From an optimization exercise on the open Yosys and OpenROAD flow, aimed at small area and a short achievable clock period; shortcuts taken in it are not production practice.
At most, simulation tests tie the RTL to the original design; equivalence was not proved.
Power and IR drop assume default switching activity.

==> inputs of 10-27 <==
==> flow/design.v <==
module committed_store_buffer #(
  parameter  int COMMIT_WIDTH = 4,
  parameter  int DEPTH        = 8,
  localparam int CNT_W        = $clog2(DEPTH) + 1
) (
  input  logic                         clk,
  input  logic                         rst,
  input  logic [COMMIT_WIDTH-1:0]      in_valid,
  input  logic [COMMIT_WIDTH*32-1:0]  in_addr,
  input  logic [COMMIT_WIDTH*32-1:0]  in_data,
  input  logic [COMMIT_WIDTH*4-1:0]   in_be,
  output logic [CNT_W-1:0]             free_slots,
  output logic                         empty,
  output logic                         overflow,
  output logic                         mem_req_valid,
  output logic [31:0]                  mem_req_addr,
  output logic [31:0]                  mem_req_data,
  output logic [3:0]                   mem_req_be,
  input  logic                         mem_req_ready,
  input  logic [31:0]                  ld_addr,
  output logic [3:0]                   fwd_mask,
  output logic [31:0]                  fwd_data
);
  logic [2:0] tail_q;
  logic [3:0] free_q;
  logic       ovf_q;
  logic [2:0] head;
  logic       empty_w;
  assign head    = tail_q + free_q[2:0];
  assign empty_w = free_q[3];
  logic [2:0] off1, off2, off3, pc;
  assign off1 = {2'b0, in_valid[0]};
  assign off2 = off1 + {2'b0, in_valid[1]};
  assign off3 = off2 + {2'b0, in_valid[2]};
  assign pc   = off3 + {2'b0, in_valid[3]};
  logic accept, fire;
  assign accept = ({1'b0, pc} <= free_q);
  assign fire   = !empty_w && mem_req_ready;
  always_ff @(posedge clk) begin
    if (rst) begin
      tail_q <= 3'd0;
      free_q <= 4'd8;
      ovf_q  <= 1'b0;
    end else begin
      if (accept) tail_q <= tail_q + pc;
      free_q <= free_q - (accept ? {1'b0, pc} : 4'd0) + {3'd0, fire};
      if (!accept) ovf_q <= 1'b1;
    end
  end
  logic [2:0] dst0, dst1, dst2, dst3;
  assign dst0 = tail_q;
  assign dst1 = tail_q + off1;
  assign dst2 = tail_q + off2;
  assign dst3 = tail_q + off3;
  logic [67:0] wp [4];
  for (genvar j = 0; j < 4; j++) begin : g_wp
    logic s0, s1, s2, s3;
    assign s0 = in_valid[0] && (dst0[1:0] == 2'(j));
    assign s1 = in_valid[1] && (dst1[1:0] == 2'(j));
    assign s2 = in_valid[2] && (dst2[1:0] == 2'(j));
    assign s3 = in_valid[3] && (dst3[1:0] == 2'(j));
    assign wp[j] = ({68{s0}} & {in_be[3:0],   in_data[31:0],   in_addr[31:0]})
                 | ({68{s1}} & {in_be[7:4],   in_data[63:32],  in_addr[63:32]})
                 | ({68{s2}} & {in_be[11:8],  in_data[95:64],  in_addr[95:64]})
                 | ({68{s3}} & {in_be[15:12], in_data[127:96], in_addr[127:96]});
  end
  logic [67:0] ent [8];
  for (genvar i = 0; i < 8; i++) begin : g_ent
    logic we;
    assign we = accept && ((in_valid[0] && dst0 == 3'(i)) ||
                           (in_valid[1] && dst1 == 3'(i)) ||
                           (in_valid[2] && dst2 == 3'(i)) ||
                           (in_valid[3] && dst3 == 3'(i)));
    always_ff @(posedge clk)
      if (we) ent[i] <= wp[i % 4];
  end
  logic [67:0] hd [9];
  assign hd[0] = '0;
  for (genvar i = 0; i < 8; i++) begin : g_head
    logic hs;
    assign hs = !empty_w && (head == 3'(i));
    assign hd[i+1] = hd[i] | ({68{hs}} & ent[i]);
  end
  assign mem_req_addr  = hd[8][31:0];
  assign mem_req_data  = hd[8][63:32];
  assign mem_req_be    = hd[8][67:64];
  assign free_slots    = free_q;
  assign empty         = empty_w;
  assign overflow      = ovf_q;
  assign mem_req_valid = !empty_w;
  logic [2:0] rel [8];
  logic [7:0] match;
  logic [3:0] v [8];
  for (genvar i = 0; i < 8; i++) begin : g_match
    logic vld;
    assign rel[i]   = 3'(i) - tail_q;
    assign vld      = ({1'b0, rel[i]} >= free_q);
    assign match[i] = vld && (ent[i][31:2] == ld_addr[31:2]);
    assign v[i]     = {4{match[i]}} & ent[i][67:64];
  end
  for (genvar b = 0; b < 4; b++) begin : g_byte
    logic [7:0] vb;
    logic [7:0] acc [9];
    for (genvar i = 0; i < 8; i++) begin : g_vb
      assign vb[i] = v[i][b];
    end
    assign acc[0] = '0;
    for (genvar i = 0; i < 8; i++) begin : g_sel
      logic [7:0] yng;
      logic       sel;
      for (genvar j = 0; j < 8; j++) begin : g_y
        assign yng[j] = (rel[j] > rel[i]);
      end
      assign sel      = vb[i] && !(|(vb & yng));
      assign acc[i+1] = acc[i] | ({8{sel}} & ent[i][32 + 8*b +: 8]);
    end
    assign fwd_mask[b]        = |vb;
    assign fwd_data[8*b +: 8] = acc[8];
  end
  logic unused_ld_lo;
  assign unused_ld_lo = ^ld_addr[1:0];
endmodule
==> flow/run.sh <==
#!/bin/bash
# synth_recipe.tcl (not shown) runs the flow's synth.tcl, then flattens the netlist and writes it again
# the make line also repeats each setting of config.mk as NAME=value (left out here)
make -C /OpenROAD-flow-scripts/flow DESIGN_CONFIG=/design/flow/config.mk WORK_HOME=/design/flow/orfs CLKGATE_MAP_FILE= SYNTH_SCRIPT=/design/flow/synth_recipe.tcl finish
==> flow/config.mk <==
export PLATFORM = sky130hd
export DESIGN_NAME = committed_store_buffer
export DESIGN_NICKNAME = committed_store_buffer
export VERILOG_FILES = /design/flow/design.v
export SDC_FILE = /design/flow/constraint.sdc
export NUM_CORES = 8
export LEC_CHECK = 0
export CAP_MARGIN = 20
export CORE_MARGIN = 2
export CORE_UTILIZATION = 40
export SLEW_MARGIN = 20
==> flow/constraint.sdc <==
create_clock -name core_clock -period 10.0 [get_ports {clk}]
set_input_delay 2.0000 -clock core_clock [delete_from_list [all_inputs] [get_ports {clk}]]
set_output_delay 2.0000 -clock core_clock [all_outputs]
set_load 0.01 [all_outputs]
==> 08-10 (differences from 10-27) <==
--- a/flow/design.v
+++ b/flow/design.v
@@ -89,13 +89,28 @@
   assign overflow      = ovf_q;
   assign mem_req_valid = !empty_w;
-  logic [2:0] rel [8];
+  logic [7:0] tl1h;
+  logic [7:0] live;
   logic [7:0] match;
-  logic [3:0] v [8];
   for (genvar i = 0; i < 8; i++) begin : g_match
-    logic vld;
-    assign rel[i]   = 3'(i) - tail_q;
-    assign vld      = ({1'b0, rel[i]} >= free_q);
-    assign match[i] = vld && (ent[i][31:2] == ld_addr[31:2]);
-    assign v[i]     = {4{match[i]}} & ent[i][67:64];
+    logic [2:0] rel;
+    assign tl1h[i]  = (tail_q == 3'(i));
+    assign rel      = 3'(i) - tail_q;
+    assign live[i]  = ({1'b0, rel} >= free_q);
+    assign match[i] = live[i] && (ent[i][31:2] == ld_addr[31:2]);
+  end
+  logic [7:0] yng [8];
+  for (genvar i = 0; i < 8; i++) begin : g_yng
+    for (genvar j = 0; j < 8; j++) begin : g_j
+      if (j == i) begin : g_self
+        assign yng[i][j] = 1'b0;
+      end else begin : g_other
+        localparam int D = (j - i + 8) % 8;
+        logic [7:0] rng;
+        for (genvar e = 0; e < 8; e++) begin : g_e
+          assign rng[e] = (e >= 1 && e <= D) ? tl1h[(i + e) % 8] : 1'b0;
+        end
+        assign yng[i][j] = ~|rng;
+      end
+    end
   end
   for (genvar b = 0; b < 4; b++) begin : g_byte
@@ -103,14 +118,10 @@
     logic [7:0] acc [9];
     for (genvar i = 0; i < 8; i++) begin : g_vb
-      assign vb[i] = v[i][b];
+      assign vb[i] = match[i] & ent[i][64 + b];
     end
     assign acc[0] = '0;
     for (genvar i = 0; i < 8; i++) begin : g_sel
-      logic [7:0] yng;
-      logic       sel;
-      for (genvar j = 0; j < 8; j++) begin : g_y
-        assign yng[j] = (rel[j] > rel[i]);
-      end
-      assign sel      = vb[i] && !(|(vb & yng));
+      logic sel;
+      assign sel      = vb[i] && !(|(vb & yng[i]));
       assign acc[i+1] = acc[i] | ({8{sel}} & ent[i][32 + 8*b +: 8]);
     end
--- a/flow/config.mk
+++ b/flow/config.mk
@@ -9,3 +9,4 @@
 export CORE_MARGIN = 2
 export CORE_UTILIZATION = 40
+export SETUP_SLACK_MARGIN = 3
 export SLEW_MARGIN = 20
==> 12-13 (differences from 10-27) <==
==> flow/design.v, changed modules only <==
module committed_store_buffer #(
  parameter  int COMMIT_WIDTH = 4,
  parameter  int DEPTH        = 8,
  localparam int CNT_W        = $clog2(DEPTH) + 1
) (
  input  logic                         clk,
  input  logic                         rst,
  input  logic [COMMIT_WIDTH-1:0]      in_valid,
  input  logic [COMMIT_WIDTH*32-1:0]  in_addr,
  input  logic [COMMIT_WIDTH*32-1:0]  in_data,
  input  logic [COMMIT_WIDTH*4-1:0]   in_be,
  output logic [CNT_W-1:0]             free_slots,
  output logic                         empty,
  output logic                         overflow,
  output logic                         mem_req_valid,
  output logic [31:0]                  mem_req_addr,
  output logic [31:0]                  mem_req_data,
  output logic [3:0]                   mem_req_be,
  input  logic                         mem_req_ready,
  input  logic [31:0]                  ld_addr,
  output logic [3:0]                   fwd_mask,
  output logic [31:0]                  fwd_data
);
  logic [2:0] tail_q;
  logic [3:0] free_q;
  logic       ovf_q;
  logic [2:0] head;
  logic       empty_w;
  assign head    = tail_q + free_q[2:0];
  assign empty_w = free_q[3];
  logic [2:0] off1, off2, off3, pc;
  assign off1 = {2'b0, in_valid[0]};
  assign off2 = off1 + {2'b0, in_valid[1]};
  assign off3 = off2 + {2'b0, in_valid[2]};
  assign pc   = off3 + {2'b0, in_valid[3]};
  logic accept, fire;
  assign accept = ({1'b0, pc} <= free_q);
  assign fire   = !empty_w && mem_req_ready;
  always_ff @(posedge clk) begin
    if (rst) begin
      tail_q <= 3'd0;
      free_q <= 4'd8;
      ovf_q  <= 1'b0;
    end else begin
      if (accept) tail_q <= tail_q + pc;
      free_q <= free_q - (accept ? {1'b0, pc} : 4'd0) + {3'd0, fire};
      if (!accept) ovf_q <= 1'b1;
    end
  end
  logic [2:0] dst0, dst1, dst2, dst3;
  assign dst0 = tail_q;
  assign dst1 = tail_q + off1;
  assign dst2 = tail_q + off2;
  assign dst3 = tail_q + off3;
  logic [67:0] wp [4];
  for (genvar j = 0; j < 4; j++) begin : g_wp
    logic s0, s1, s2, s3;
    assign s0 = in_valid[0] && (dst0[1:0] == 2'(j));
    assign s1 = in_valid[1] && (dst1[1:0] == 2'(j));
    assign s2 = in_valid[2] && (dst2[1:0] == 2'(j));
    assign s3 = in_valid[3] && (dst3[1:0] == 2'(j));
    for (genvar k = 0; k < 68; k++) begin : g_bit
      logic [3:0] x;
      assign x[0] = k < 32 ? in_addr[k]      : k < 64 ? in_data[k - 32]      : in_be[k - 64];
      assign x[1] = k < 32 ? in_addr[32 + k] : k < 64 ? in_data[32 + k - 32] : in_be[4 + k - 64];
      assign x[2] = k < 32 ? in_addr[64 + k] : k < 64 ? in_data[64 + k - 32] : in_be[8 + k - 64];
      assign x[3] = k < 32 ? in_addr[96 + k] : k < 64 ? in_data[96 + k - 32] : in_be[12 + k - 64];
      csb_ao4 u_ao (.s({s3, s2, s1, s0}), .x(x), .y(wp[j][k]));
    end
  end
  logic [67:0] ent [8];
  for (genvar i = 0; i < 8; i++) begin : g_ent
    logic we;
    assign we = accept && ((in_valid[0] && dst0 == 3'(i)) ||
                           (in_valid[1] && dst1 == 3'(i)) ||
                           (in_valid[2] && dst2 == 3'(i)) ||
                           (in_valid[3] && dst3 == 3'(i)));
    always_ff @(posedge clk)
      if (we) ent[i] <= wp[i % 4];
  end
  logic [67:0] hd [9];
  logic [7:0]  hs;
  for (genvar i = 0; i < 8; i++) begin : g_head
    assign hs[i] = !empty_w && (head == 3'(i));
  end
  for (genvar k = 0; k < 68; k++) begin : g_hbit
    csb_ao8 u_ao (.s(hs), .x({ent[7][k], ent[6][k], ent[5][k], ent[4][k],
                              ent[3][k], ent[2][k], ent[1][k], ent[0][k]}), .y(hd[8][k]));
  end
  assign mem_req_addr  = hd[8][31:0];
  assign mem_req_data  = hd[8][63:32];
  assign mem_req_be    = hd[8][67:64];
  assign free_slots    = free_q;
  assign empty         = empty_w;
  assign overflow      = ovf_q;
  assign mem_req_valid = !empty_w;
  logic [7:0] tl1h;
  logic [7:0] live;
  logic [7:0] eq;
  for (genvar i = 0; i < 8; i++) begin : g_match
    logic [2:0] rel;
    assign tl1h[i] = (tail_q == 3'(i));
    assign rel     = 3'(i) - tail_q;
    assign live[i] = ({1'b0, rel} >= free_q);
    csb_eq30 u_eq (.a(ent[i][31:2]), .b(ld_addr[31:2]), .eq(eq[i]));
  end
  logic [7:0] yng [8];
  for (genvar i = 0; i < 8; i++) begin : g_yng
    for (genvar j = 0; j < 8; j++) begin : g_j
      if (j == i) begin : g_self
        assign yng[i][j] = 1'b0;
      end else begin : g_other
        localparam int D = (j - i + 8) % 8;
        logic [7:0] rng;
        for (genvar e = 0; e < 8; e++) begin : g_e
          assign rng[e] = (e >= 1 && e <= D) ? tl1h[(i + e) % 8] : 1'b0;
        end
        assign yng[i][j] = ~|rng;
      end
    end
  end
  for (genvar b = 0; b < 4; b++) begin : g_byte
    logic [7:0] kb, sel;
    for (genvar i = 0; i < 8; i++) begin : g_k
      assign kb[i] = live[i] & ent[i][64 + b];
    end
    for (genvar i = 0; i < 8; i++) begin : g_sel
      logic [6:0] eo, ko, yo;
      for (genvar e = 1; e < 8; e++) begin : g_o
        assign eo[e-1] = eq[(i + e) % 8];
        assign ko[e-1] = kb[(i + e) % 8];
        assign yo[e-1] = yng[i][(i + e) % 8];
      end
      csb_sel u_sel (.eqi(eq[i]), .ki(kb[i]), .eo(eo), .ko(ko), .yo(yo), .sel(sel[i]));
    end
    csb_or8 u_mask (.s(eq), .x(kb), .y(fwd_mask[b]));
    for (genvar k = 0; k < 8; k++) begin : g_dbit
      csb_ao8 u_ao (.s(sel), .x({ent[7][32 + 8*b + k], ent[6][32 + 8*b + k],
                                 ent[5][32 + 8*b + k], ent[4][32 + 8*b + k],
                                 ent[3][32 + 8*b + k], ent[2][32 + 8*b + k],
                                 ent[1][32 + 8*b + k], ent[0][32 + 8*b + k]}),
                    .y(fwd_data[8*b + k]));
    end
  end
  logic unused_ld_lo;
  assign unused_ld_lo = ^ld_addr[1:0];
endmodule
module csb_ao4 (
  input  logic [3:0] s,
  input  logic [3:0] x,
  output logic       y
);
  assign y = |(s & x);
endmodule
module csb_ao8 (
  input  logic [7:0] s,
  input  logic [7:0] x,
  output logic       y
);
  assign y = |(s & x);
endmodule
module csb_or8 (
  input  logic [7:0] s,
  input  logic [7:0] x,
  output logic       y
);
  assign y = |(s & x);
endmodule
module csb_eq30 (
  input  logic [29:0] a,
  input  logic [29:0] b,
  output logic        eq
);
  assign eq = (a == b);
endmodule
module csb_sel (
  input  logic       eqi,
  input  logic       ki,
  input  logic [6:0] eo,
  input  logic [6:0] ko,
  input  logic [6:0] yo,
  output logic       sel
);
  assign sel = eqi & ki & ~|(eo & ko & yo);
endmodule
--- a/flow/config.mk
+++ b/flow/config.mk
@@ -9,3 +9,7 @@
 export CORE_MARGIN = 2
 export CORE_UTILIZATION = 40
+export CTS_CLUSTER_DIAMETER = 100
+export CTS_CLUSTER_SIZE = 20
+export SETUP_SLACK_MARGIN = 3
 export SLEW_MARGIN = 20
+export SYNTH_HIERARCHICAL = 1
==> 06-12 (differences from 10-27) <==
--- a/flow/design.v
+++ b/flow/design.v
@@ -89,13 +89,28 @@
   assign overflow      = ovf_q;
   assign mem_req_valid = !empty_w;
-  logic [2:0] rel [8];
+  logic [7:0] tl1h;
+  logic [7:0] live;
   logic [7:0] match;
-  logic [3:0] v [8];
   for (genvar i = 0; i < 8; i++) begin : g_match
-    logic vld;
-    assign rel[i]   = 3'(i) - tail_q;
-    assign vld      = ({1'b0, rel[i]} >= free_q);
-    assign match[i] = vld && (ent[i][31:2] == ld_addr[31:2]);
-    assign v[i]     = {4{match[i]}} & ent[i][67:64];
+    logic [2:0] rel;
+    assign tl1h[i]  = (tail_q == 3'(i));
+    assign rel      = 3'(i) - tail_q;
+    assign live[i]  = ({1'b0, rel} >= free_q);
+    assign match[i] = live[i] && (ent[i][31:2] == ld_addr[31:2]);
+  end
+  logic [7:0] yng [8];
+  for (genvar i = 0; i < 8; i++) begin : g_yng
+    for (genvar j = 0; j < 8; j++) begin : g_j
+      if (j == i) begin : g_self
+        assign yng[i][j] = 1'b0;
+      end else begin : g_other
+        localparam int D = (j - i + 8) % 8;
+        logic [7:0] rng;
+        for (genvar e = 0; e < 8; e++) begin : g_e
+          assign rng[e] = (e >= 1 && e <= D) ? tl1h[(i + e) % 8] : 1'b0;
+        end
+        assign yng[i][j] = ~|rng;
+      end
+    end
   end
   for (genvar b = 0; b < 4; b++) begin : g_byte
@@ -103,14 +118,10 @@
     logic [7:0] acc [9];
     for (genvar i = 0; i < 8; i++) begin : g_vb
-      assign vb[i] = v[i][b];
+      assign vb[i] = match[i] & ent[i][64 + b];
     end
     assign acc[0] = '0;
     for (genvar i = 0; i < 8; i++) begin : g_sel
-      logic [7:0] yng;
-      logic       sel;
-      for (genvar j = 0; j < 8; j++) begin : g_y
-        assign yng[j] = (rel[j] > rel[i]);
-      end
-      assign sel      = vb[i] && !(|(vb & yng));
+      logic sel;
+      assign sel      = vb[i] && !(|(vb & yng[i]));
       assign acc[i+1] = acc[i] | ({8{sel}} & ent[i][32 + 8*b +: 8]);
     end
--- a/flow/config.mk
+++ b/flow/config.mk
@@ -9,3 +9,4 @@
 export CORE_MARGIN = 2
 export CORE_UTILIZATION = 40
+export SETUP_SLACK_MARGIN = 4
 export SLEW_MARGIN = 20
==> qor summary <==
Most used standard cell by instance count after synthesis: 10-27 sky130_fd_sc_hd__edfxtp_1; 08-10 sky130_fd_sc_hd__a22oi_1; 06-12 sky130_fd_sc_hd__a22oi_1; 12-13 sky130_fd_sc_hd__a22oi_1
Minimum setup slack in the final design: 10-27 0.804 ns; 08-10 2.86 ns; 06-12 2.94 ns; 12-13 2.98 ns
Fin crit share: 10-27 92.0%; 08-10 71.4%; 06-12 70.6%; 12-13 70.2%
Cell with the largest stage delay on the worst path: 10-27 sky130_fd_sc_hd__nor4_2; 08-10 sky130_fd_sc_hd__a222oi_1; 06-12 sky130_fd_sc_hd__or4_4; 12-13 sky130_fd_sc_hd__nor4_2
Multi-input gates: 10-27 2443; 08-10 2185; 06-12 2185; 12-13 2231
Result of the run: 10-27 finished clean; 08-10 finished clean; 06-12 finished clean; 12-13 finished clean
Met2 Wirelength: 10-27 75800 um; 08-10 76600 um; 06-12 78000 um; 12-13 67400 um
Horizontal die dimension: 10-27 304 um; 08-10 294 um; 06-12 294 um; 12-13 287 um
Logic depth of the worst path, buffers included: 10-27 10; 08-10 12; 06-12 11; 12-13 14
Count of buffers not belonging to the clock network in the layout: 10-27 546; 08-10 627; 06-12 714; 12-13 546
Antenna Diode Count: 10-27 8; 08-10 4; 06-12 5; 12-13 6
Post-layout instance count excluding filler cells: 10-27 4919; 08-10 4625; 06-12 4715; 12-13 4477
Portion of the layout cell area used by non-clock buffers: 10-27 11.8%; 08-10 13.5%; 06-12 15.3%; 12-13 13.1%
Routed met1 length: 10-27 68100 um; 08-10 66300 um; 06-12 69600 um; 12-13 57200 um
Number of buffers inserted by post-CTS setup repair: 10-27 0; 08-10 71; 06-12 150; 12-13 21
Number of placement rows: 10-27 109; 08-10 106; 06-12 106; 12-13 103
Global Route met2 Usage: 10-27 54.8%; 08-10 58.7%; 06-12 59.9%; 12-13 54.6%
First DRT Iteration DRCs: 10-27 6012; 08-10 6297; 06-12 6137; 12-13 4923
Number of vias in the routed layout: 10-27 35.8k; 08-10 34.3k; 06-12 34.5k; 12-13 31.6k
Global routing usage on met3: 10-27 11.5%; 08-10 12.3%; 06-12 11.6%; 12-13 5.96%
Worst slew margin relative to its limit: 10-27 19.0%; 08-10 21.4%; 06-12 21.7%; 12-13 23.4%
Basic-gate share of the synthesized area counting and, or, nand and nor cells: 10-27 14.9%; 08-10 12.5%; 06-12 12.5%; 12-13 13.5%
Number of instances in the placed design: 10-27 4800; 08-10 4405; 06-12 4402; 12-13 4388
Tap Count: 10-27 1165; 08-10 1080; 06-12 1080; 12-13 1050
Area of the multi-input gates: 10-27 18300 sq um; 08-10 18000 sq um; 06-12 18800 sq um; 12-13 16200 sq um
Clock network power: 10-27 2.33 mW; 08-10 2.24 mW; 06-12 2.34 mW; 12-13 1.46 mW
No functional check of the RTL was part of 10-27, 08-10 and 06-12.

==> afterwards: timing with drivers on the ports <==
In the flow no input, the clock included, has a driving cell. The finished layouts below were timed again as built, in two steps. Step 1 (the two cells are an assumption about what drives the block):
set clk [get_ports {clk}]
set_driving_cell -lib_cell sky130_fd_sc_hd__clkbuf_16 $clk
set_driving_cell -lib_cell sky130_fd_sc_hd__buf_2 [delete_from_list [all_inputs] $clk]
Step 2 also shifts input and output timing later by t, the mid clock arrival at the registers, as if the neighbouring blocks saw the same clock. Three values: ideal, step 1, step 2; two values: the first two.
run | shift t [ns] | slack for setup (ns) | worst setup path at the end | slew at the worst register clock pin (ns)
10-27 | 0.726 | 0.804 / 0.780 / 0.780 | input to output | 0.07 / 0.07
08-10 | 0.711 | 2.865 / 2.824 / 2.764 | input to register | 0.07 / 0.07
12-13 | 0.649 | 2.979 / 2.917 / 2.577 | input to register | 0.09 / 0.09
06-12 | 0.712 | 2.944 / 2.875 / 2.875 | input to output | 0.07 / 0.07
After both steps setup and hold are still met in every run listed. For 12-13, which loses most, drivers alone change the setup slack by -0.062 ns; drivers and shift together by -0.402 ns.
